From an optimization exercise on the open Yosys and OpenROAD flow, aimed at small area, a short achievable clock period and few clock cycles per item; shortcuts taken in it are not production practice. The RTL was checked by simulation tests, not by an equivalence proof against the original design. Power and IR drop assume default switching activity.

### flow/constraint.sdc
create_clock -name core_clock -period 10.0 [get_ports {CLOCK}]
set_input_delay 2.0000 -clock core_clock [delete_from_list [all_inputs] [get_ports {CLOCK}]]
set_output_delay 2.0000 -clock core_clock [all_outputs]
set_load 0.01 [all_outputs]
### flow/design.v
`timescale 1ns/10ps
`default_nettype none
module idct_block (
    input  logic        CLOCK,
    input  logic        Resetn,
    input  logic        in_valid,
    input  logic [15:0] in_data,
    output logic        in_ready,
    output logic        out_valid,
    output logic [31:0] out_data,
    input  logic        out_ready
);
    logic [2:0]  ph;           
    logic [5:0]  wn;           
    logic        xv;           
    logic        bv;           
    logic        ldp;          
    logic [2:0]  ldk;          
    logic        sv;           
    logic [2:0]  sk;           
    logic        w_xfer;       
    logic        sfull;        
    logic        obv;          
    logic [5:0]  ow;           
    logic        out_load;
    logic        obe;
    logic        in_take;
    logic        d_act, d_first, d_xfer;
    logic [5:0]  wn_nx;
    logic        pv1;          
    assign in_take  = in_valid && in_ready;
    assign wn_nx    = wn + {5'd0, in_take};
    logic        o_first, o_src_s;
    assign o_first  = (ph == 3'd5) && d_xfer;
    assign out_load = (obv || o_first) && (ph - 3'd5 == ow[2:0] || o_first) && (!out_valid || out_ready);
    assign o_src_s  = o_first || (w_xfer && (ph != 3'd5));
    assign obe      = !obv;
    always_comb begin
        d_act = 1'b0; d_first = 1'b0; d_xfer = 1'b0;
        if (sv && (sk != 3'd0)) begin
            d_act = 1'b1;
        end else if (sv && (!sfull || obe)) begin
            d_act = 1'b1; d_first = 1'b1; d_xfer = sfull;
        end else if (sfull && obe) begin
            d_xfer = 1'b1;
        end
    end
    always_ff @(posedge CLOCK or negedge Resetn) begin
        if (!Resetn) begin
            ph       <= 3'd7;
            wn       <= '0;
            in_ready <= 1'b0;
            xv       <= 1'b0;
            bv       <= 1'b0;
            ldp      <= 1'b0;
            ldk      <= '0;
            sv       <= 1'b0;
            sk       <= '0;
            w_xfer   <= 1'b0;
            sfull    <= 1'b0;
            obv      <= 1'b0;
            ow       <= '0;
            out_valid <= 1'b0;
        end else begin
            ph <= ph + 3'd1;
            wn <= wn_nx;
            in_ready <= (ph + 3'd1 == wn_nx[2:0]) && !((wn_nx[2:0] == 3'd7) && sv);
            xv  <= in_take;
            bv  <= xv;
            ldp <= pv1 && (ph == 3'd2);
            if (pv1 && (ph == 3'd2)) ldk <= wn[5:3] - 3'd1;
            if (ldp) begin
                sv <= 1'b1;
                sk <= ldk;
            end
            if (ph == 3'd5) begin
                w_xfer <= d_xfer;
                if (d_act) sv <= 1'b0;
                if (d_act && (sk == 3'd7)) sfull <= 1'b1;
                else if (d_xfer) sfull <= 1'b0;
            end
            if (o_first) begin
                obv <= 1'b1;
                ow  <= {5'd0, out_load};
            end else if (out_load) begin
                ow <= ow + 6'd1;
                if (ow == 6'd63) obv <= 1'b0;
            end
            if (out_load) out_valid <= 1'b1;
            else if (out_ready) out_valid <= 1'b0;
        end
    end
    logic [15:0] x_q;
    always_ff @(posedge CLOCK) x_q <= in_data;
    logic signed [15:0] m1_b1;
    logic signed [17:0] m1_b3;
    logic signed [18:0] m1_b5;
    logic [6:0][16:0] m1_q;
    logic [2:0] m1_zb, m1_z;
    always_ff @(posedge CLOCK) begin
        m1_b1 <= $signed(x_q);
        m1_b3 <= 18'($signed(x_q)) + (18'($signed(x_q)) <<< 1);
        m1_b5 <= 19'($signed(x_q)) + (19'($signed(x_q)) <<< 2);
        m1_zb <= {(x_q[5:0] == 6'd0), (x_q[6:0] == 7'd0), (x_q[7:0] == 8'd0)};
        m1_z <= m1_zb;
        m1_q[0] <= 17'(((26'(m1_b5) <<< 6) + (26'(m1_b5) <<< 3) + (26'(m1_b1) <<< 1)) >>> 8);   
        m1_q[1] <= 17'(((26'(m1_b1) <<< 9) - (26'(m1_b5) <<< 1)) >>> 8);   
        m1_q[2] <= 17'(((26'(m1_b1) <<< 9) - (26'(m1_b5) <<< 3) + 26'(m1_b1)) >>> 8);   
        m1_q[3] <= 17'(((26'(m1_b1) <<< 9) - (26'(m1_b5) <<< 4) - (26'(m1_b3) <<< 1)) >>> 8);   
        m1_q[4] <= 17'(((26'(m1_b1) <<< 8) + (26'(m1_b1) <<< 5) - (26'(m1_b1) <<< 2)) >>> 8);   
        m1_q[5] <= 17'(((26'(m1_b3) <<< 6) + (26'(m1_b1) <<< 2)) >>> 8);   
        m1_q[6] <= 17'(((26'(m1_b5) <<< 4) + (26'(m1_b5) <<< 2)) >>> 8);   
    end
    logic        clr1;             
    logic [3:0][6:0] sel1;         
    logic [7:0]  neg1;             
    logic [2:0]  n1n;
    assign n1n = ph - 3'd2;
    always_ff @(posedge CLOCK or negedge Resetn) begin
        if (!Resetn) begin
            pv1 <= 1'b0; clr1 <= 1'b0; sel1 <= '0; neg1 <= '0;
        end else begin
            pv1  <= bv;
            clr1 <= bv && (n1n == 3'd0);
            sel1 <= '0; neg1 <= '0;
            if (bv) begin
                case (n1n)
                    3'd0: begin sel1[0] <= 7'd1; sel1[1] <= 7'd1; sel1[2] <= 7'd1; sel1[3] <= 7'd1; neg1 <= 8'b00000000; end
                    3'd1: begin sel1[0] <= 7'd2; sel1[1] <= 7'd8; sel1[2] <= 7'd16; sel1[3] <= 7'd64; neg1 <= 8'b11110000; end
                    3'd2: begin sel1[0] <= 7'd4; sel1[1] <= 7'd32; sel1[2] <= 7'd32; sel1[3] <= 7'd4; neg1 <= 8'b00111100; end
                    3'd3: begin sel1[0] <= 7'd8; sel1[1] <= 7'd64; sel1[2] <= 7'd2; sel1[3] <= 7'd16; neg1 <= 8'b10001110; end
                    3'd4: begin sel1[0] <= 7'd1; sel1[1] <= 7'd1; sel1[2] <= 7'd1; sel1[3] <= 7'd1; neg1 <= 8'b01100110; end
                    3'd5: begin sel1[0] <= 7'd16; sel1[1] <= 7'd2; sel1[2] <= 7'd64; sel1[3] <= 7'd8; neg1 <= 8'b10110010; end
                    3'd6: begin sel1[0] <= 7'd32; sel1[1] <= 7'd4; sel1[2] <= 7'd4; sel1[3] <= 7'd32; neg1 <= 8'b01011010; end
                    3'd7: begin sel1[0] <= 7'd64; sel1[1] <= 7'd16; sel1[2] <= 7'd8; sel1[3] <= 7'd2; neg1 <= 8'b10101010; end
                    default: ;
                endcase
            end
        end
    end
    logic [3:0][16:0] t1q;
    logic [3:0]       t1z;
    always_comb begin
        for (int i = 0; i < 4; i++) begin
            t1q[i] = '0; t1z[i] = 1'b0;
            for (int j = 0; j < 7; j++) t1q[i] = t1q[i] | (m1_q[j] & {17{sel1[i][j]}});
            t1z[i] = (m1_z[0] & (sel1[i][2])) | (m1_z[1] & (sel1[i][0] | sel1[i][1] | sel1[i][3])) | (m1_z[2] & (sel1[i][4] | sel1[i][5] | sel1[i][6]));
        end
    end
    logic [7:0][19:0] tacc;
    always_ff @(posedge CLOCK) begin
        tacc[0] <= (clr1 ? 20'd0 : tacc[0]) + ({{3{t1q[0][16]}}, t1q[0]} ^ {20{neg1[0]}}) + {19'd0, neg1[0] & t1z[0]};
        tacc[1] <= (clr1 ? 20'd0 : tacc[1]) + ({{3{t1q[1][16]}}, t1q[1]} ^ {20{neg1[1]}}) + {19'd0, neg1[1] & t1z[1]};
        tacc[2] <= (clr1 ? 20'd0 : tacc[2]) + ({{3{t1q[2][16]}}, t1q[2]} ^ {20{neg1[2]}}) + {19'd0, neg1[2] & t1z[2]};
        tacc[3] <= (clr1 ? 20'd0 : tacc[3]) + ({{3{t1q[3][16]}}, t1q[3]} ^ {20{neg1[3]}}) + {19'd0, neg1[3] & t1z[3]};
        tacc[4] <= (clr1 ? 20'd0 : tacc[4]) + ({{3{t1q[3][16]}}, t1q[3]} ^ {20{neg1[4]}}) + {19'd0, neg1[4] & t1z[3]};
        tacc[5] <= (clr1 ? 20'd0 : tacc[5]) + ({{3{t1q[2][16]}}, t1q[2]} ^ {20{neg1[5]}}) + {19'd0, neg1[5] & t1z[2]};
        tacc[6] <= (clr1 ? 20'd0 : tacc[6]) + ({{3{t1q[1][16]}}, t1q[1]} ^ {20{neg1[6]}}) + {19'd0, neg1[6] & t1z[1]};
        tacc[7] <= (clr1 ? 20'd0 : tacc[7]) + ({{3{t1q[0][16]}}, t1q[0]} ^ {20{neg1[7]}}) + {19'd0, neg1[7] & t1z[0]};
    end
    logic [7:0][19:0] stg;
    always_ff @(posedge CLOCK) begin
        for (int j = 0; j < 7; j++) stg[j] <= ldp ? tacc[j] : stg[j+1];
        stg[7] <= ldp ? tacc[7] : stg[0];
    end
    logic signed [19:0] m2_b1;
    logic signed [21:0] m2_b3;
    logic signed [22:0] m2_b5;
    logic [6:0][20:0] m2_q;
    logic [2:0] m2_zb, m2_z;
    always_ff @(posedge CLOCK) begin
        m2_b1 <= $signed(stg[0]);
        m2_b3 <= 22'($signed(stg[0])) + (22'($signed(stg[0])) <<< 1);
        m2_b5 <= 23'($signed(stg[0])) + (23'($signed(stg[0])) <<< 2);
        m2_zb <= {(stg[0][5:0] == 6'd0), (stg[0][6:0] == 7'd0), (stg[0][7:0] == 8'd0)};
        m2_z <= m2_zb;
        m2_q[0] <= 21'(((30'(m2_b5) <<< 6) + (30'(m2_b5) <<< 3) + (30'(m2_b1) <<< 1)) >>> 8);   
        m2_q[1] <= 21'(((30'(m2_b1) <<< 9) - (30'(m2_b5) <<< 1)) >>> 8);   
        m2_q[2] <= 21'(((30'(m2_b1) <<< 9) - (30'(m2_b5) <<< 3) + 30'(m2_b1)) >>> 8);   
        m2_q[3] <= 21'(((30'(m2_b1) <<< 9) - (30'(m2_b5) <<< 4) - (30'(m2_b3) <<< 1)) >>> 8);   
        m2_q[4] <= 21'(((30'(m2_b1) <<< 8) + (30'(m2_b1) <<< 5) - (30'(m2_b1) <<< 2)) >>> 8);   
        m2_q[5] <= 21'(((30'(m2_b3) <<< 6) + (30'(m2_b1) <<< 2)) >>> 8);   
        m2_q[6] <= 21'(((30'(m2_b5) <<< 4) + (30'(m2_b5) <<< 2)) >>> 8);   
    end
    logic        clr2;             
    logic [3:0][6:0] sel2;         
    logic [7:0]  neg2;
    always_ff @(posedge CLOCK or negedge Resetn) begin
        if (!Resetn) begin
            clr2 <= 1'b0; sel2 <= '0; neg2 <= '0;
        end else if (ph == 3'd5) begin
            clr2 <= d_first;
            sel2 <= '0; neg2 <= '0;
            if (d_act) begin
                case (sk)
                    3'd0: begin sel2[0] <= 7'd1; sel2[1] <= 7'd1; sel2[2] <= 7'd1; sel2[3] <= 7'd1; neg2 <= 8'b00000000; end
                    3'd1: begin sel2[0] <= 7'd2; sel2[1] <= 7'd8; sel2[2] <= 7'd16; sel2[3] <= 7'd64; neg2 <= 8'b11110000; end
                    3'd2: begin sel2[0] <= 7'd4; sel2[1] <= 7'd32; sel2[2] <= 7'd32; sel2[3] <= 7'd4; neg2 <= 8'b00111100; end
                    3'd3: begin sel2[0] <= 7'd8; sel2[1] <= 7'd64; sel2[2] <= 7'd2; sel2[3] <= 7'd16; neg2 <= 8'b10001110; end
                    3'd4: begin sel2[0] <= 7'd1; sel2[1] <= 7'd1; sel2[2] <= 7'd1; sel2[3] <= 7'd1; neg2 <= 8'b01100110; end
                    3'd5: begin sel2[0] <= 7'd16; sel2[1] <= 7'd2; sel2[2] <= 7'd64; sel2[3] <= 7'd8; neg2 <= 8'b10110010; end
                    3'd6: begin sel2[0] <= 7'd32; sel2[1] <= 7'd4; sel2[2] <= 7'd4; sel2[3] <= 7'd32; neg2 <= 8'b01011010; end
                    3'd7: begin sel2[0] <= 7'd64; sel2[1] <= 7'd16; sel2[2] <= 7'd8; sel2[3] <= 7'd2; neg2 <= 8'b10101010; end
                    default: ;
                endcase
            end
        end
    end
    logic [3:0][20:0] t2q;
    logic [3:0]       t2z;
    always_comb begin
        for (int i = 0; i < 4; i++) begin
            t2q[i] = '0; t2z[i] = 1'b0;
            for (int j = 0; j < 7; j++) t2q[i] = t2q[i] | (m2_q[j] & {21{sel2[i][j]}});
            t2z[i] = (m2_z[0] & (sel2[i][2])) | (m2_z[1] & (sel2[i][0] | sel2[i][1] | sel2[i][3])) | (m2_z[2] & (sel2[i][4] | sel2[i][5] | sel2[i][6]));
        end
    end
    logic [7:0][7:0][22:0] sr;    
    logic [7:0][7:0][22:0] ob;    
    always_ff @(posedge CLOCK) begin
        for (int r = 0; r < 8; r++) begin
            for (int j = 0; j < 7; j++) begin
                sr[r][j] <= sr[r][j+1];
                ob[r][j] <= ob[r][j+1];
            end
            ob[r][7] <= w_xfer ? sr[r][0] : ob[r][0];
        end
        sr[0][7] <= (clr2 ? 23'd0 : sr[0][0]) + ({{2{t2q[0][20]}}, t2q[0]} ^ {23{neg2[0]}}) + {22'd0, neg2[0] & t2z[0]};
        sr[1][7] <= (clr2 ? 23'd0 : sr[1][0]) + ({{2{t2q[1][20]}}, t2q[1]} ^ {23{neg2[1]}}) + {22'd0, neg2[1] & t2z[1]};
        sr[2][7] <= (clr2 ? 23'd0 : sr[2][0]) + ({{2{t2q[2][20]}}, t2q[2]} ^ {23{neg2[2]}}) + {22'd0, neg2[2] & t2z[2]};
        sr[3][7] <= (clr2 ? 23'd0 : sr[3][0]) + ({{2{t2q[3][20]}}, t2q[3]} ^ {23{neg2[3]}}) + {22'd0, neg2[3] & t2z[3]};
        sr[4][7] <= (clr2 ? 23'd0 : sr[4][0]) + ({{2{t2q[3][20]}}, t2q[3]} ^ {23{neg2[4]}}) + {22'd0, neg2[4] & t2z[3]};
        sr[5][7] <= (clr2 ? 23'd0 : sr[5][0]) + ({{2{t2q[2][20]}}, t2q[2]} ^ {23{neg2[5]}}) + {22'd0, neg2[5] & t2z[2]};
        sr[6][7] <= (clr2 ? 23'd0 : sr[6][0]) + ({{2{t2q[1][20]}}, t2q[1]} ^ {23{neg2[6]}}) + {22'd0, neg2[6] & t2z[1]};
        sr[7][7] <= (clr2 ? 23'd0 : sr[7][0]) + ({{2{t2q[0][20]}}, t2q[0]} ^ {23{neg2[7]}}) + {22'd0, neg2[7] & t2z[0]};
    end
    logic [22:0] o_q;
    always_ff @(posedge CLOCK) begin
        if (out_load) o_q <= o_src_s ? sr[0][1] : ob[ow[5:3]][1];
    end
    assign out_data = {{9{o_q[22]}}, o_q};
endmodule
`default_nettype wire
### flow/config.mk
export PLATFORM = sky130hd
export DESIGN_NAME = idct_block
export DESIGN_NICKNAME = idct_block
export VERILOG_FILES = /design/flow/design.v
export SDC_FILE = /design/flow/constraint.sdc
export NUM_CORES = 4
export LEC_CHECK = 0
export CAP_MARGIN = 20
export CORE_MARGIN = 2
export CORE_UTILIZATION = 40
export PLACE_DENSITY_LB_ADDON = 0.2
export SETUP_SLACK_MARGIN = 5
export SLEW_MARGIN = 20
### flow/run.sh
#!/bin/bash
# synth_recipe.tcl (not shown) runs the flow's synth.tcl, then flattens the netlist and writes it again
# the make line also repeats each setting of config.mk as NAME=value (left out here)
make -C /OpenROAD-flow-scripts/flow DESIGN_CONFIG=/design/flow/config.mk WORK_HOME=/design/flow/orfs CLKGATE_MAP_FILE= SYNTH_SCRIPT=/design/flow/synth_recipe.tcl finish
==> results of run 1 <==
## area by class of cell
| type | instances | share of cell area |
|---|---|---|
| clock buffers | 505 | 0.0725 |
| repair buffers | 110 | 0.00716 |
| clock inverters | 140 | 0.0134 |
| well taps | 4120 | 0.0363 |
| flip-flops and latches | 3746 | 0.532 |
| diodes | 5 | 0.0000881 |
| inverters | 429 | 0.0113 |
| multi-input cells | 5706 | 0.327 |
## cell families after synthesis
kind of cell / Yosys count / synth area share
flops: 3746 / 0.607
simple gates: 1750 / 0.0728
mux: 412 / 0.0412
xor+xnor: 849 / 0.0597
buf+inv: 691 / 0.0212
fa+ha+maj: 893 / 0.0990
compound gates: 1802 / 0.0993
## power by group through the flow
stage | clock, mW | sequential (mW) | combinational [mW]
after CTS | 14.0 | 17.8 | 9.89
after floorplan | 0 | 17.5 | 7.25
after global routing | 14.7 | 17.9 | 11.0
final | 13.7 | 17.8 | 9.97
after detailed placement | 0 | 18.1 | 9.82
after global placement | 0 | 18.1 | 9.67
## worst register-to-register path: cells and delay by family, from the launching register on
kind | cells | cell delay [ns]
adders and majority gates | 2 | 0.71
DFF | 1 | 0.39
xor gates and xnor gates | 1 | 0.22
buffers and inverters | 2 | 0.36
and+or+nand+nor | 4 | 0.86
muxes | 1 | 0.11
AOI/OAI and AO/OA | 6 | 2.02
## per-layer routing
metal / wire length, um / up-vias / GRT usage
met3: 11400 / 523 / 0.0220
li1: - / 35550 / -
met5: 7 / - / 0
met4: 12600 / 2 / 0.0766
met1: 138000 / 35072 / 0.249
met2: 135000 / 1577 / 0.301
## metrics by stage
stage               setup slack, ns  power [mW]  instances  area (um^2)
floorplan                      5.69        24.7      10143       124000
global placement               4.66        27.7      14107       130000
detailed placement             4.61        27.9      14107       130000
CTS                            5.01        41.7      14754       142000
global route                   4.85        43.6      14757       142000
finish                         5.26        41.4      14761       142000
## cell usage after synthesis, drive strengths merged, types with 14 or more instances
cell type | number | area (um^2)
a2111oi | 25 | 269
a211o | 15 | 131
a211oi | 46 | 345
a21boi | 18 | 135
a21o | 225 | 1690
a21oi | 455 | 2290
a222oi | 76 | 761
a22oi | 293 | 2200
a31o | 25 | 219
a31oi | 28 | 175
a41oi | 14 | 123
and2 | 42 | 263
and3 | 73 | 462
buf | 41 | 194
clkbuf | 221 | 830
dfrtp | 58 | 1450
dfxtp | 3662 | 73300
edfxtp | 23 | 691
fa | 154 | 3080
ha | 738 | 9230
inv | 428 | 1610
mux2 | 340 | 3830
mux2i | 26 | 260
mux4 | 46 | 1040
nand2 | 263 | 987
nand2b | 83 | 519
nand3 | 243 | 1220
nand4 | 53 | 332
nor2 | 345 | 1290
nor2b | 392 | 2450
nor3 | 138 | 691
nor4 | 15 | 93.8
o211ai | 26 | 195
o21a | 90 | 676
o21ai | 234 | 1170
o21bai | 63 | 473
o311ai | 17 | 164
o31ai | 39 | 303
or2 | 22 | 138
or3 | 30 | 188
xnor2 | 462 | 4050
xor2 | 387 | 3390
## path summary, 6_finish.rpt
check | from | to | slack [ns] | cells past startpoint
hold / removal | ob[428] | ob[405] | 0.28 | 0
min in group asynchronous | Resetn | out_valid | 0.94 | 1
setup / recovery | sel2[21] | sr[735] | 5.26 | 16
setup reg to reg | sel2[21] | sr[735] | 5.26 | 16
max in group asynchronous | Resetn | clr2 | 7.82 | 2
hold reg to reg | ob[428] | ob[405] | 0.28 | 0
## flip-flops by register name (all words and copies together) (netlist names), 7 cells and up
| register | flops |
|---|---|
| m2_b3 | 20 |
| ob | 1472 |
| stg | 160 |
| m2_q | 145 |
| x_q | 16 |
| m1_q | 117 |
| m1_b1 | 14 |
| m1_b3 | 16 |
| m2_b1 | 18 |
| neg1 | 7 |
| sel2 | 7 |
| sel1 | 7 |
| neg2 | 7 |
| o_q | 23 |
| tacc | 160 |
| m1_b5 | 18 |
| sr | 1472 |
| m2_b5 | 22 |
## what timing repair did
item,in CTS,in global routing
pin swaps,1,6
setup buffers,2,2
endpoints found under the hold margin,0,0
hold buffers,0,0
endpoints found under the setup margin,23,35
resized for setup,7,24
==> flow_summary_export.csv, run 1 <==
group,metric,value,unit
cells_and_area,layout_common_cells,"dfxtp_1, ha_1, xnor2_1",
clock_tree,cts_tree,"built",
synthesis,synth-seq-cells,3746,
sta,hold_viol,0,
setup_path,slowest_stage,"a222oi_1",
setup_path,crit_top_cell,"fa_1",
setup_path,critPathMaxStageDelay,0.48,ns
die,core_area,309000,um^2
placement,hpwlAfterDp,219000,um
sta,fin_crit,4.74,ns
power,power.internal,28.6,mW
global_route,overflow,0,
sta,clock.fmax,0.211,GHz
setup_path,worstSetupPathType,"reg2reg",
power,leakage,62.5,nW
sta,post-route-period-util,0.474,
power,p_per_area,292,nW/um^2
power,p_sw,12.8,mW
setup_path,cp_top_family,"compound AO/OA/AOI/OAI gates",
cells_and_area,drive_gt1_frac,0.105,
power,swShare,0.309,
flow_run,drv_cap,0,
sta,rsz0062_at_grt,"true",
setup_path,cp.required,10.81,ns
setup_path,critPathCaptureType,"flop",
clock_tree,cts.path.max_buffers,4,
die,die_x,562,um
synthesis,synth-edff-count,23,
detailed_routing,drcViolationCount,0,
clock_tree,clk_pin_slew,0.07,ns
sta,fin_tns_setup,0,ns
detailed_routing,wirelength,298000,um
die,initial_core_util,0.402,
power,vdd_drop_max,162,uV
sta,timing.hold.ws,0.280,ns
synthesis,syn_avg_cell_area,12.3,um^2
detailed_routing,detail_route.wl_per_cell,20.2,um
sta,setup_violations,0,
cells_and_area,layout_commonest_cell,"dfxtp_1",
power,power_frac_clock,0.330,
placement,port_buffers,53,
clock_tree,htree_levels,5,
outcome,status,"finished clean",
setup_path,crit_path_start_kind,"flop",
placement,routabilityCongestion,0.914,
setup_path,path_buf_inv,2,
setup_path,path_cells,"buf_4 > a222oi_1 > nand3_1 > xor2_1 > fa_1 > inv_1 > fa_1 > nor2b_1 > o21ai_0 > a2111oi_2 > nor2_1 > a211oi_2 > o2111ai_2 > a31oi_2 > mux2i_1 > nor4b_1",
synthesis,yosysUniqueCellTypes,89,
synthesis,yosysWarningCount,1,
global_route,grt_max_degree,81,
die,die_h,562,um
die,die-area,316000,um^2
cells_and_area,syn_to_final_growth,14.1,%
synthesis,ys_async_sr_fraction,0.0163,
sta,relSlewSlack,0.290,
cells_and_area,nets,11265,
sta,skew,0.0714,ns
setup_path,critPathArrivalTime,5.56,ns
global_route,grt_pass1_wl,447000,um
clock_tree,clk_latency,0.92,ns
cells_and_area,multiInputGateArea,46400,um^2
detailed_routing,antenna_left,0,
clock_tree,cts_buffers,360,
synthesis,syn_nets,11055,
cells_and_area,final_core_util,0.459,
clock_tree,cts_sinks,3746,
synthesis,ys.flop_type,"dfxtp_1",
cells_and_area,regArea,75600,um^2
power,power_frac_seq,0.429,
synthesis,seq_area_frac_synth,0.607,
die,num_rows,204,
worst_hold_path,hold_path_class,"reg2reg",
global_route,grt_pass1_vias,72816,
global_route,globalRouteTotalUtil,0.185,
synthesis,synth_area,124000,um^2
detailed_routing,num_vias,72724,
detailed_routing,firstDrtPassIters,8,
global_route,antenna_found_initial,33,
detailed_routing,vias_per_cell,4.93,
die,io_pins,54,
sta,slew_violations,0,
clock_tree,root_buffer,"clkbuf_16",
synthesis,netlist_instances,10143,
power,p_comb_frac,0.240,
cells_and_area,nFillCells,27925,
setup_path,path_max_fanout,46,
sta,tightest_slew,1.07,ns
detailed_routing,drt_iter0_markers,4902,
Testbench counts, summed over its fixed seeds: cycles 6,768, blocks 96.
==> run 2, diff against run 1 <==
--- a/flow/design.v
+++ b/flow/design.v
@@ -28,16 +28,25 @@
     logic        d_act, d_first, d_xfer;
     logic [5:0]  wn_nx;
     logic        pv1;          
+    logic        w_act, w_first, w_cp;
+    logic [2:0]  w_k;
+    logic        d_cp;
+    logic [7:0]  m0;           
+    logic        done_all;
+    logic        clr0, cpy0;   
     assign in_take  = in_valid && in_ready;
     assign wn_nx    = wn + {5'd0, in_take};
     logic        o_first, o_src_s;
     assign o_first  = (ph == 3'd5) && d_xfer;
     assign out_load = (obv || o_first) && (ph - 3'd5 == ow[2:0] || o_first) && (!out_valid || out_ready);
-    assign o_src_s  = o_first || (w_xfer && (ph != 3'd5));
+    assign o_src_s  = o_first || (ow[5:3] == 3'd0);
+    assign done_all = &(m0 | {((clr0 || cpy0) && (ph == 3'd5)), 7'd0});
     assign obe      = !obv;
     always_comb begin
-        d_act = 1'b0; d_first = 1'b0; d_xfer = 1'b0;
-        if (sv && (sk != 3'd0)) begin
+        d_act = 1'b0; d_first = 1'b0; d_xfer = 1'b0; d_cp = !done_all;
+        if (!done_all) begin
+            d_act = 1'b0;
+        end else if (sv && (sk != 3'd0)) begin
             d_act = 1'b1;
         end else if (sv && (!sfull || obe)) begin
             d_act = 1'b1; d_first = 1'b1; d_xfer = sfull;
@@ -57,6 +66,10 @@
             sv       <= 1'b0;
             sk       <= '0;
             w_xfer   <= 1'b0;
+            w_act    <= 1'b0;
+            w_first  <= 1'b0;
+            w_cp     <= 1'b0;
+            w_k      <= '0;
             sfull    <= 1'b0;
             obv      <= 1'b0;
             ow       <= '0;
@@ -75,6 +88,10 @@
             end
             if (ph == 3'd5) begin
                 w_xfer <= d_xfer;
+                w_act  <= d_act;
+                w_first <= d_first;
+                w_cp   <= d_cp;
+                w_k    <= sk;
                 if (d_act) sv <= 1'b0;
                 if (d_act && (sk == 3'd7)) sfull <= 1'b1;
                 else if (d_xfer) sfull <= 1'b0;
@@ -149,14 +166,14 @@
     end
     logic [7:0][19:0] tacc;
     always_ff @(posedge CLOCK) begin
-        tacc[0] <= (clr1 ? 20'd0 : tacc[0]) + ({{3{t1q[0][16]}}, t1q[0]} ^ {20{neg1[0]}}) + {19'd0, neg1[0] & t1z[0]};
-        tacc[1] <= (clr1 ? 20'd0 : tacc[1]) + ({{3{t1q[1][16]}}, t1q[1]} ^ {20{neg1[1]}}) + {19'd0, neg1[1] & t1z[1]};
-        tacc[2] <= (clr1 ? 20'd0 : tacc[2]) + ({{3{t1q[2][16]}}, t1q[2]} ^ {20{neg1[2]}}) + {19'd0, neg1[2] & t1z[2]};
-        tacc[3] <= (clr1 ? 20'd0 : tacc[3]) + ({{3{t1q[3][16]}}, t1q[3]} ^ {20{neg1[3]}}) + {19'd0, neg1[3] & t1z[3]};
-        tacc[4] <= (clr1 ? 20'd0 : tacc[4]) + ({{3{t1q[3][16]}}, t1q[3]} ^ {20{neg1[4]}}) + {19'd0, neg1[4] & t1z[3]};
-        tacc[5] <= (clr1 ? 20'd0 : tacc[5]) + ({{3{t1q[2][16]}}, t1q[2]} ^ {20{neg1[5]}}) + {19'd0, neg1[5] & t1z[2]};
-        tacc[6] <= (clr1 ? 20'd0 : tacc[6]) + ({{3{t1q[1][16]}}, t1q[1]} ^ {20{neg1[6]}}) + {19'd0, neg1[6] & t1z[1]};
-        tacc[7] <= (clr1 ? 20'd0 : tacc[7]) + ({{3{t1q[0][16]}}, t1q[0]} ^ {20{neg1[7]}}) + {19'd0, neg1[7] & t1z[0]};
+        tacc[0] <= 20'((({(clr1 ? 20'd0 : tacc[0]), 1'b1}) + {({{3{t1q[0][16]}}, t1q[0]} ^ {20{neg1[0]}}), neg1[0] & t1z[0]}) >> 1);
+        tacc[1] <= 20'((({(clr1 ? 20'd0 : tacc[1]), 1'b1}) + {({{3{t1q[1][16]}}, t1q[1]} ^ {20{neg1[1]}}), neg1[1] & t1z[1]}) >> 1);
+        tacc[2] <= 20'((({(clr1 ? 20'd0 : tacc[2]), 1'b1}) + {({{3{t1q[2][16]}}, t1q[2]} ^ {20{neg1[2]}}), neg1[2] & t1z[2]}) >> 1);
+        tacc[3] <= 20'((({(clr1 ? 20'd0 : tacc[3]), 1'b1}) + {({{3{t1q[3][16]}}, t1q[3]} ^ {20{neg1[3]}}), neg1[3] & t1z[3]}) >> 1);
+        tacc[4] <= 20'((({(clr1 ? 20'd0 : tacc[4]), 1'b1}) + {({{3{t1q[3][16]}}, t1q[3]} ^ {20{neg1[4]}}), neg1[4] & t1z[3]}) >> 1);
+        tacc[5] <= 20'((({(clr1 ? 20'd0 : tacc[5]), 1'b1}) + {({{3{t1q[2][16]}}, t1q[2]} ^ {20{neg1[5]}}), neg1[5] & t1z[2]}) >> 1);
+        tacc[6] <= 20'((({(clr1 ? 20'd0 : tacc[6]), 1'b1}) + {({{3{t1q[1][16]}}, t1q[1]} ^ {20{neg1[6]}}), neg1[6] & t1z[1]}) >> 1);
+        tacc[7] <= 20'((({(clr1 ? 20'd0 : tacc[7]), 1'b1}) + {({{3{t1q[0][16]}}, t1q[0]} ^ {20{neg1[7]}}), neg1[7] & t1z[0]}) >> 1);
     end
     logic [7:0][19:0] stg;
     always_ff @(posedge CLOCK) begin
@@ -206,6 +223,53 @@
             end
         end
     end
+    logic [6:0]  sel0;
+    logic        neg0;
+    logic [2:0]  c_nx, c_now;
+    logic        nx_act, nx_first, nx_cp, pend_nx;
+    logic [2:0]  nx_k;
+    logic [5:0]  ow_e;
+    assign c_nx     = ph - 3'd5;
+    assign c_now    = ph - 3'd6;
+    assign nx_act   = (ph == 3'd5) ? d_act   : w_act;
+    assign nx_first = (ph == 3'd5) ? d_first : w_first;
+    assign nx_cp    = (ph == 3'd5) ? d_cp    : w_cp;
+    assign nx_k     = (ph == 3'd5) ? sk      : w_k;
+    assign ow_e     = o_first ? 6'd0 : ow;
+    assign pend_nx  = (obv || o_first) && (ow_e[5:3] == 3'd0) && (ow_e[2:0] <= c_nx) && !out_load;
+    always_ff @(posedge CLOCK or negedge Resetn) begin
+        if (!Resetn) begin
+            sel0 <= '0; neg0 <= 1'b0; clr0 <= 1'b0; cpy0 <= 1'b0; m0 <= 8'hff;
+        end else begin
+            sel0 <= '0; neg0 <= 1'b0; clr0 <= 1'b0; cpy0 <= 1'b0;
+            if (nx_act && nx_first) begin
+                if (!pend_nx) begin sel0 <= 7'd1; clr0 <= 1'b1; end
+            end else if (nx_act) begin
+                case (nx_k)
+                    3'd0: begin sel0 <= 7'd1; neg0 <= 1'b0; end
+                    3'd1: begin sel0 <= 7'd2; neg0 <= 1'b0; end
+                    3'd2: begin sel0 <= 7'd4; neg0 <= 1'b0; end
+                    3'd3: begin sel0 <= 7'd8; neg0 <= 1'b0; end
+                    3'd4: begin sel0 <= 7'd1; neg0 <= 1'b0; end
+                    3'd5: begin sel0 <= 7'd16; neg0 <= 1'b0; end
+                    3'd6: begin sel0 <= 7'd32; neg0 <= 1'b0; end
+                    3'd7: begin sel0 <= 7'd64; neg0 <= 1'b0; end
+                    default: ;
+                endcase
+            end else if (nx_cp && !m0[c_nx] && !pend_nx) begin
+                cpy0 <= 1'b1;
+            end
+            if ((ph == 3'd5) && d_first) m0 <= '0;
+            else if (clr0 || cpy0) m0[c_now] <= 1'b1;
+        end
+    end
+    logic [20:0] t0q;
+    logic        t0z;
+    always_comb begin
+        t0q = '0;
+        for (int j = 0; j < 7; j++) t0q = t0q | (m2_q[j] & {21{sel0[j]}});
+        t0z = (m2_z[0] & (sel0[2])) | (m2_z[1] & (sel0[0] | sel0[1] | sel0[3])) | (m2_z[2] & (sel0[4] | sel0[5] | sel0[6]));
+    end
     logic [3:0][20:0] t2q;
     logic [3:0]       t2z;
     always_comb begin
@@ -216,27 +280,37 @@
         end
     end
     logic [7:0][7:0][22:0] sr;    
-    logic [7:0][7:0][22:0] ob;    
-    always_ff @(posedge CLOCK) begin
-        for (int r = 0; r < 8; r++) begin
-            for (int j = 0; j < 7; j++) begin
-                sr[r][j] <= sr[r][j+1];
-                ob[r][j] <= ob[r][j+1];
-            end
+    logic [7:1][7:0][22:0] ob;    
+    always_ff @(posedge CLOCK) begin
+        for (int r = 0; r < 8; r++)
+            for (int j = 0; j < 7; j++) sr[r][j] <= sr[r][j+1];
+        for (int r = 1; r < 8; r++) begin
+            for (int j = 0; j < 7; j++) ob[r][j] <= ob[r][j+1];
             ob[r][7] <= w_xfer ? sr[r][0] : ob[r][0];
         end
-        sr[0][7] <= (clr2 ? 23'd0 : sr[0][0]) + ({{2{t2q[0][20]}}, t2q[0]} ^ {23{neg2[0]}}) + {22'd0, neg2[0] & t2z[0]};
-        sr[1][7] <= (clr2 ? 23'd0 : sr[1][0]) + ({{2{t2q[1][20]}}, t2q[1]} ^ {23{neg2[1]}}) + {22'd0, neg2[1] & t2z[1]};
-        sr[2][7] <= (clr2 ? 23'd0 : sr[2][0]) + ({{2{t2q[2][20]}}, t2q[2]} ^ {23{neg2[2]}}) + {22'd0, neg2[2] & t2z[2]};
-        sr[3][7] <= (clr2 ? 23'd0 : sr[3][0]) + ({{2{t2q[3][20]}}, t2q[3]} ^ {23{neg2[3]}}) + {22'd0, neg2[3] & t2z[3]};
-        sr[4][7] <= (clr2 ? 23'd0 : sr[4][0]) + ({{2{t2q[3][20]}}, t2q[3]} ^ {23{neg2[4]}}) + {22'd0, neg2[4] & t2z[3]};
-        sr[5][7] <= (clr2 ? 23'd0 : sr[5][0]) + ({{2{t2q[2][20]}}, t2q[2]} ^ {23{neg2[5]}}) + {22'd0, neg2[5] & t2z[2]};
-        sr[6][7] <= (clr2 ? 23'd0 : sr[6][0]) + ({{2{t2q[1][20]}}, t2q[1]} ^ {23{neg2[6]}}) + {22'd0, neg2[6] & t2z[1]};
-        sr[7][7] <= (clr2 ? 23'd0 : sr[7][0]) + ({{2{t2q[0][20]}}, t2q[0]} ^ {23{neg2[7]}}) + {22'd0, neg2[7] & t2z[0]};
+        sr[0][7] <= 23'((({(cpy0 ? sr[7][0] : (clr0 ? 23'd0 : sr[0][0])), 1'b1}) + {({{2{t0q[20]}}, t0q} ^ {23{neg0}}), neg0 & t0z}) >> 1);
+        sr[1][7] <= 23'((({(clr2 ? 23'd0 : sr[1][0]), 1'b1}) + {({{2{t2q[1][20]}}, t2q[1]} ^ {23{neg2[1]}}), neg2[1] & t2z[1]}) >> 1);
+        sr[2][7] <= 23'((({(clr2 ? 23'd0 : sr[2][0]), 1'b1}) + {({{2{t2q[2][20]}}, t2q[2]} ^ {23{neg2[2]}}), neg2[2] & t2z[2]}) >> 1);
+        sr[3][7] <= 23'((({(clr2 ? 23'd0 : sr[3][0]), 1'b1}) + {({{2{t2q[3][20]}}, t2q[3]} ^ {23{neg2[3]}}), neg2[3] & t2z[3]}) >> 1);
+        sr[4][7] <= 23'((({(clr2 ? 23'd0 : sr[4][0]), 1'b1}) + {({{2{t2q[3][20]}}, t2q[3]} ^ {23{neg2[4]}}), neg2[4] & t2z[3]}) >> 1);
+        sr[5][7] <= 23'((({(clr2 ? 23'd0 : sr[5][0]), 1'b1}) + {({{2{t2q[2][20]}}, t2q[2]} ^ {23{neg2[5]}}), neg2[5] & t2z[2]}) >> 1);
+        sr[6][7] <= 23'((({(clr2 ? 23'd0 : sr[6][0]), 1'b1}) + {({{2{t2q[1][20]}}, t2q[1]} ^ {23{neg2[6]}}), neg2[6] & t2z[1]}) >> 1);
+        sr[7][7] <= 23'((({(clr2 ? 23'd0 : sr[7][0]), 1'b1}) + {({{2{t2q[0][20]}}, t2q[0]} ^ {23{neg2[7]}}), neg2[7] & t2z[0]}) >> 1);
     end
     logic [22:0] o_q;
     always_ff @(posedge CLOCK) begin
-        if (out_load) o_q <= o_src_s ? sr[0][1] : ob[ow[5:3]][1];
+        if (out_load) begin
+            case (o_src_s ? 3'd0 : ow[5:3])
+                3'd1: o_q <= ob[1][1];
+                3'd2: o_q <= ob[2][1];
+                3'd3: o_q <= ob[3][1];
+                3'd4: o_q <= ob[4][1];
+                3'd5: o_q <= ob[5][1];
+                3'd6: o_q <= ob[6][1];
+                3'd7: o_q <= ob[7][1];
+                default: o_q <= sr[0][1];
+            endcase
+        end
     end
     assign out_data = {{9{o_q[22]}}, o_q};
 endmodule
==> flow_summary_export.csv, run 2 <==
group,metric,value,unit
clock_tree,cts_tree,"built",
die,die_h,556,um
sta,slew_violations,0,
sta,post-route-period-util,0.476,
sta,clock.fmax,0.210,GHz
detailed_routing,antenna_left,0,
global_route,grt_pass1_wl,465000,um
synthesis,yosysWarningCount,1,
die,core_area,303000,um^2
synthesis,synth-seq-cells,3585,
outcome,status,"finished clean",
setup_path,slowest_stage,"a221oi_1",
synthesis,syn_nets,11046,
synthesis,synthTopCellsByCount,"dfxtp_1, ha_1, xnor2_1, a21oi_1, inv_1",
setup_path,crit_path_start_kind,"flop",
synthesis,syn_avg_cell_area,12.0,um^2
setup_path,path_cells,"ha_1 > nand2_2 > nor3_2 > and2_1 > nor3_2 > buf_4 > a22o_1 > a221oi_1 > nand3_1",
synthesis,synth_top_area_frac,0.572,
setup_path,crit_top_cell,"nor3_2",
die,die-area,309000,um^2
setup_path,cp.required,10.60,ns
setup_path,worstSetupPathType,"reg2reg",
cells_and_area,layout_common_cells,"dfxtp_1, ha_1, xnor2_1",
sta,hold_viol,0,
clock_tree,hold_buffers,0,
die,initial_core_util,0.402,
synthesis,yosysMostFrequentCell,"dfxtp_1",
die,io_pins,54,
placement,hpwlAfterDp,231000,um
power,p_sw,11.5,mW
setup_path,path_max_fanout,24,
synthesis,synth_area,122000,um^2
power,swShare,0.298,
cells_and_area,final_area,140000,um^2
clock_tree,root_buffer,"clkbuf_16",
synthesis,netlist_instances,10133,
cells_and_area,top_register,"sr",
clock_tree,clk_pin_slew,0.06,ns
synthesis,synth_top_cells_by_area,"dfxtp_1, ha_1, xnor2_1",
global_route,grt_pass1_vias,74123,
clock_tree,htree_levels,5,
worst_hold_path,hold_path_class,"reg2reg",
cells_and_area,largest_reg_flops,1472,
cells_and_area,top_regs,"sr: 1472 flops, ob: 1288 flops",
detailed_routing,vias_per_cell,5.08,
synthesis,yosysUniqueCellTypes,100,
synthesis,ys.flop_type,"dfxtp_1",
sta,fin_crit,4.76,ns
die,num_rows,202,
die,die_x,556,um
power,p_per_area,277,nW/um^2
power,leakage,61.3,nW
flow_run,drv_cap,0,
global_route,grt_max_degree,127,
cells_and_area,syn_to_final_growth,14.6,%
clock_tree,cts.path.max_buffers,4,
sta,fin_tns_setup,0,ns
cells_and_area,final_core_util,0.461,
sta,tightest_slew,1.02,ns
setup_path,critPathMaxStageDelay,0.69,ns
power,vdd_drop_max,168,uV
global_route,globalRouteTotalUtil,0.199,
clock_tree,cts_sinks,3585,
setup_path,critPathCaptureType,"flop",
detailed_routing,drt_iter0_markers,5483,
sta,relSlewSlack,0.323,
cells_and_area,drive_gt1_frac,0.107,
global_route,antenna_found_initial,15,
global_route,overflow,0,
clock_tree,clk_latency,0.95,ns
detailed_routing,drcViolationCount,0,
detailed_routing,wirelength,314000,um
synthesis,ys_async_sr_fraction,0.0234,
detailed_routing,num_vias,74287,
synthesis,synth-edff-count,23,
detailed_routing,firstDrtPassIters,12,
placement,port_buffers,53,
sta,skew,0.102,ns
power,p_comb_frac,0.208,
detailed_routing,detail_route.wl_per_cell,21.5,um
power,power.internal,27.1,mW
sta,setup_violations,0,
clock_tree,cts_buffers,354,
synthesis,synth_top_area_cell,"dfxtp_1",
cells_and_area,nets,11253,
power,power_frac_seq,0.431,
power,power_frac_clock,0.360,
placement,routabilityCongestion,0.931,
cells_and_area,layout_commonest_cell,"dfxtp_1",
sta,rsz0062_at_grt,"false",
setup_path,critPathArrivalTime,5.36,ns
synthesis,seq_area_frac_synth,0.595,
cells_and_area,nFillCells,27263,
placement,placed_area,127000,um^2
run 2: logic make-up (layout without fill, tap and decap cells):
| logic type | count (synthesis) | in the layout | synth area share |
|---|---|---|---|
| AO/OA/AOI/OAI | 1967 | 1967 | 0.115 |
| adder cells (fa/ha/maj) | 893 | 893 | 0.100 |
| buffers and inverters | 683 | 1181 | 0.0216 |
| multiplexers | 323 | 323 | 0.0300 |
| XOR/XNOR | 837 | 837 | 0.0602 |
| AND/OR/NAND/NOR | 1845 | 1845 | 0.0783 |
| other | 0 | 6 | 0 |
| flip-flops | 3585 | 3585 | 0.595 |
run 2: layout make-up:
cell class,instances,area (um^2),area share
Tap cell,3978,4980,0.0357
Timing Repair Buffer,124,1110,0.00798
Multi-Input combinational cell,5865,46800,0.336
Inverter,410,1540,0.0110
Clock buffer,486,10300,0.0739
Antenna cell,6,15.0,0.000108
Sequential cell,3585,72500,0.519
Clock inverter,161,2250,0.0162
run 2: metal layers:
| layer | routed length [um] | vias up | track usage |
|---|---|---|---|
| met3 | 12400 | 552 | 0.0236 |
| met4 | 13100 | 0 | 0.0806 |
| met5 | 0 | - | 0 |
| met2 | 146000 | 1776 | 0.331 |
| met1 | 143000 | 36120 | 0.262 |
| li1 | - | 35839 | - |
run 2: power groups by stage:
| stage | Clock (mW) | Sequential, mW | Combinational (mW) |
|---|---|---|---|
| after floorplan | 0 | 16.4 | 5.84 |
| after global placement | 0 | 16.9 | 7.81 |
| after detailed placement | 0 | 16.9 | 7.96 |
| after CTS | 14.3 | 16.6 | 8.02 |
| after global routing | 14.8 | 16.8 | 8.88 |
| final | 13.9 | 16.7 | 8.05 |
run 2: stage by stage:
stage	std cells	hold WS, ns	power (mW)	setup WS [ns]
global route	14610	0.256	40.5	5.02
CTS	14607	0.257	38.9	5.04
finish	14615	0.262	38.6	5.24
detailed placement	13960	0.312	24.9	4.96
floorplan	10133	0.310	22.2	5.96
global placement	13959	0.309	24.7	4.00
run 2: critical path, delay by kind of cell, from the launching register on:
family	cells	cell delay, ns
DFF	1	0.68
buffers and inverters	1	0.33
adders and majority gates	1	0.40
and+or+nand+nor	5	2.01
AOI/OAI and AO/OA	2	1.00
run 2: repair_timing:
item / in CTS / in global routing
pin swaps: 0 / 1
setup buffers: 0 / 1
endpoints found under the setup margin: 3 / 16
gates resized for setup: 3 / 9
run 2: worst paths after layout:
path	startpoint	end	slack [ns]	cells after the start
setup reg to reg	ph[0]	o_q[11]	5.24	9
max in group asynchronous	Resetn	sel1[25]	7.56	2
hold reg to reg	ob[337]	ob[314]	0.26	0
min in group asynchronous	Resetn	neg2[1]	1.11	1
hold / removal	ob[337]	ob[314]	0.26	0
setup / recovery	ph[0]	o_q[11]	5.24	9
Testbench counts of run 2, summed over its fixed seeds: cycles 6,768, blocks 96.
==> run 3, diff against run 2 <==
==> flow/flow/run.sh (new file) <==
#!/bin/bash
set -euo pipefail
W=$(cd "$(dirname "$0")/.." && pwd)
cd "$W"
MARGIN=6.5
{ cat config.mk; echo "export SETUP_SLACK_MARGIN = $MARGIN"; } > flow_config.mk
sed "s|DESIGN_CONFIG=[^ ]*|DESIGN_CONFIG=$W/flow_config.mk|" standard.sh > flow_standard.sh
bash flow_standard.sh > flow_make.log 2>&1
==> flow/standard.sh (new file) <==
#!/bin/bash
# synth_recipe.tcl (not shown) runs the flow's synth.tcl, then flattens the netlist and writes it again
# the make line also repeats each setting of config.mk as NAME=value (left out here)
make -C /OpenROAD-flow-scripts/flow DESIGN_CONFIG=/design/flow/config.mk WORK_HOME=/design/flow/orfs CLKGATE_MAP_FILE= SYNTH_SCRIPT=/design/flow/synth_recipe.tcl "${@:-finish}"
--- a/flow/config.mk
+++ b/flow/config.mk
@@ -7,7 +7,6 @@
 export LEC_CHECK = 0
 export CAP_MARGIN = 20
 export CORE_MARGIN = 2
-export CORE_UTILIZATION = 40
+export CORE_UTILIZATION = 55
 export PLACE_DENSITY_LB_ADDON = 0.2
-export SETUP_SLACK_MARGIN = 5
 export SLEW_MARGIN = 20
removed: flow/run.sh
==> flow_summary_export.csv, run 3 <==
group,metric,value,unit
clock_tree,cts_sinks,3585,
setup_path,cp.required,10.81,ns
cells_and_area,multiInputGateArea,51500,um^2
synthesis,synth_top_area_frac,0.572,
cells_and_area,nets,11787,
synthesis,yosysUniqueCellTypes,100,
setup_path,critPathCaptureType,"flop",
placement,placed_area,126000,um^2
die,num_rows,172,
clock_tree,clk_latency,0.98,ns
detailed_routing,wirelength,334000,um
clock_tree,cts.path.max_buffers,4,
synthesis,synthTopCellsByCount,"dfxtp_1, ha_1, xnor2_1, a21oi_1, inv_1",
detailed_routing,antenna_left,0,
cells_and_area,drive_gt1_frac,0.213,
global_route,grt_pass1_wl,483000,um
placement,port_buffers,53,
cells_and_area,syn_to_final_growth,20.7,%
synthesis,seq_area_frac_synth,0.595,
global_route,overflow,0,
cells_and_area,layout_common_cells,"dfxtp_1, ha_1, buf_4",
die,die-area,225000,um^2
die,die_h,475,um
power,power_frac_clock,0.333,
setup_path,crit_path_start_kind,"flop",
clock_tree,cts_tree,"built",
synthesis,syn_avg_cell_area,12.0,um^2
die,initial_core_util,0.554,
cells_and_area,largest_reg_flops,1472,
detailed_routing,firstDrtPassIters,10,
detailed_routing,num_vias,78262,
clock_tree,root_buffer,"clkbuf_16",
placement,routabilityCongestion,0.928,
cells_and_area,nFillCells,15943,
cells_and_area,top_regs,"sr: 1472 flops, ob: 1288 flops",
sta,timing.hold.ws,0.259,ns
power,leakage,65.2,nW
sta,clock.fmax,0.246,GHz
sta,setup_violations,0,
die,io_pins,54,
setup_path,worstSetupPathType,"reg2reg",
synthesis,synth_top_area_cell,"dfxtp_1",
cells_and_area,regArea,72600,um^2
power,p_sw,11.9,mW
power,vdd_drop_max,218,uV
flow_run,drv_cap,0,
detailed_routing,drt_iter0_markers,6992,
sta,skew,0.117,ns
setup_path,path_max_fanout,6,
clock_tree,htree_levels,5,
clock_tree,clk_pin_slew,0.07,ns
placement,hpwlAfterDp,234000,um
power,power.internal,27.3,mW
synthesis,synth-seq-cells,3585,
cells_and_area,final_area,147000,um^2
detailed_routing,detail_route.wl_per_cell,23.7,um
die,core_area,220000,um^2
detailed_routing,drcViolationCount,0,
clock_tree,hold_buffers,0,
sta,fin_crit,4.06,ns
setup_path,critPathArrivalTime,4.87,ns
synthesis,synth_top_cells_by_area,"dfxtp_1, ha_1, xnor2_1",
global_route,grt_max_degree,79,
sta,rsz0062_at_grt,"true",
global_route,antenna_found_initial,18,
global_route,globalRouteTotalUtil,0.287,
clock_tree,cts_buffers,348,
sta,fin_tns_setup,0,ns
synthesis,synth-edff-count,23,
sta,slew_violations,0,
power,swShare,0.304,
outcome,status,"finished clean",
power,p_comb_frac,0.240,
power,p_per_area,267,nW/um^2
detailed_routing,vias_per_cell,5.55,
cells_and_area,layout_commonest_cell,"dfxtp_1",
global_route,grt_pass1_vias,77584,
synthesis,ys.flop_type,"dfxtp_1",
sta,hold_viol,0,
synthesis,netlist_instances,10133,
worst_hold_path,hold_path_class,"reg2reg",
power,power_frac_seq,0.427,
synthesis,syn_nets,11046,
sta,post-route-period-util,0.406,
synthesis,yosysWarningCount,1,
die,die_x,475,um
synthesis,yosysMostFrequentCell,"dfxtp_1",
synthesis,ys_async_sr_fraction,0.0234,
synthesis,synth_area,122000,um^2
sta,tightest_slew,1.05,ns
cells_and_area,top_register,"sr",
sta,relSlewSlack,0.301,
==> run 3: cell counts after synthesis <==
No cell type changed its count.
==> run 3: power groups by stage <==
stage               sequential, mW  clock, mW  combinational, mW
floorplan                     16.4          0               5.85
global placement              16.9          0               7.87
detailed placement            17.0          0               8.05
CTS                           16.7       13.2               8.54
global route                  16.8       13.8               10.2
finish                        16.7       13.0               9.41
==> run 3: critical path: stages (launching register included) <==
cell and delay [ns]:
dfrtp_2 0.46, buf_12 0.16, buf_6 0.10, a222oi_1 0.50, nand3_1 0.29, xor2_2 0.23
ha_1 0.30, a21oi_2 0.16, a31oi_2 0.08, a311o_1 0.45, o31ai_4 0.26, o21ai_2 0.12
o41a_1 0.38, a21bo_1 0.22, a21oi_2 0.14, xnor2_1 0.08
==> run 3: timing repair <==
item | in CTS | in global routing
gates resized for setup | 785 | 525
setup buffers | 293 | 233
gates cloned | 8 | 7
endpoints found under the setup margin | 414 | 245
pin swaps | 268 | 429
==> run 3: metal layers <==
metal	share of wire	track usage	routed length, um
met4	0.061	0.161	20500
met5	0.000039	0	13
met2	0.48	0.484	159000
met1	0.41	0.354	139000
met3	0.048	0.0402	16200
==> run 3: cell type report <==
cell class              count  share of cell area
flip-flops and latches   3585               0.494
well taps                2958              0.0252
diodes                      4           0.0000681
clock buffers             489              0.0683
multi-input cells        5865               0.350
repair buffers            664              0.0411
clock inverters           130             0.00991
inverters                 410              0.0110
==> run 3: cell families after synthesis <==
kind of cell	count (synthesis)	synth area share
XOR/XNOR	837	0.0602
buffers and inverters	683	0.0216
multiplexers	323	0.0300
adder cells (fa/ha/maj)	893	0.100
flip-flops	3585	0.595
AO/OA/AOI/OAI	1967	0.115
AND/OR/NAND/NOR	1845	0.0783
==> run 3: worst paths after layout <==
check	from	endpoint	slack, ns	depth (start not counted)
worst max-delay path	sel1[21]	tacc[158]	5.94	15
min in group asynchronous	Resetn	out_valid	0.90	1
worst min-delay path	sr[530]	sr[507]	0.26	0
max in group asynchronous	Resetn	ldp	7.93	2
worst max register to register	sel1[21]	tacc[158]	5.94	15
worst min register to register	sr[530]	sr[507]	0.26	0
==> run 3: through the flow <==
step	util	power, mW	setup slack (ns)	std cells
final	0.668	39.2	5.94	14105
after floorplan	-	22.2	6.29	10133
after global routing	0.668	40.8	5.89	14102
after global placement	0.571	24.8	4.66	12929
after detailed placement	0.571	25.0	5.05	12941
after CTS	0.648	38.4	6.13	13861

[afterwards: timing with drivers on the ports]
In the flow no input, the clock included, has a driving cell. The finished layouts below were timed again as built, in two steps. Step 1: set_driving_cell puts a clkbuf_16 on CLOCK and a buf_2 on each other input, an assumption about the parent block. Step 2 also shifts input and output timing later by t, the mid clock arrival at the registers, as if the neighbouring blocks saw the same clock. Three values: ideal, step 1, step 2; two values: the first two.
| run | shift t [ns] | setup WS [ns] | clock arrival spread, ns | worst register clock-pin slew, ns |
|---|---|---|---|---|
| run 1 | 0.978 | 5.255 / 5.255 / 5.255 | 0.082 / 0.082 | 0.07 / 0.07 |
| run 2 | 0.989 | 5.236 / 5.236 / 5.236 | 0.107 / 0.107 | 0.07 / 0.07 |
| run 3 | 1.013 | 5.941 / 5.941 / 5.941 | 0.118 / 0.118 | 0.07 / 0.07 |
After both steps setup and hold are still met in every run listed.
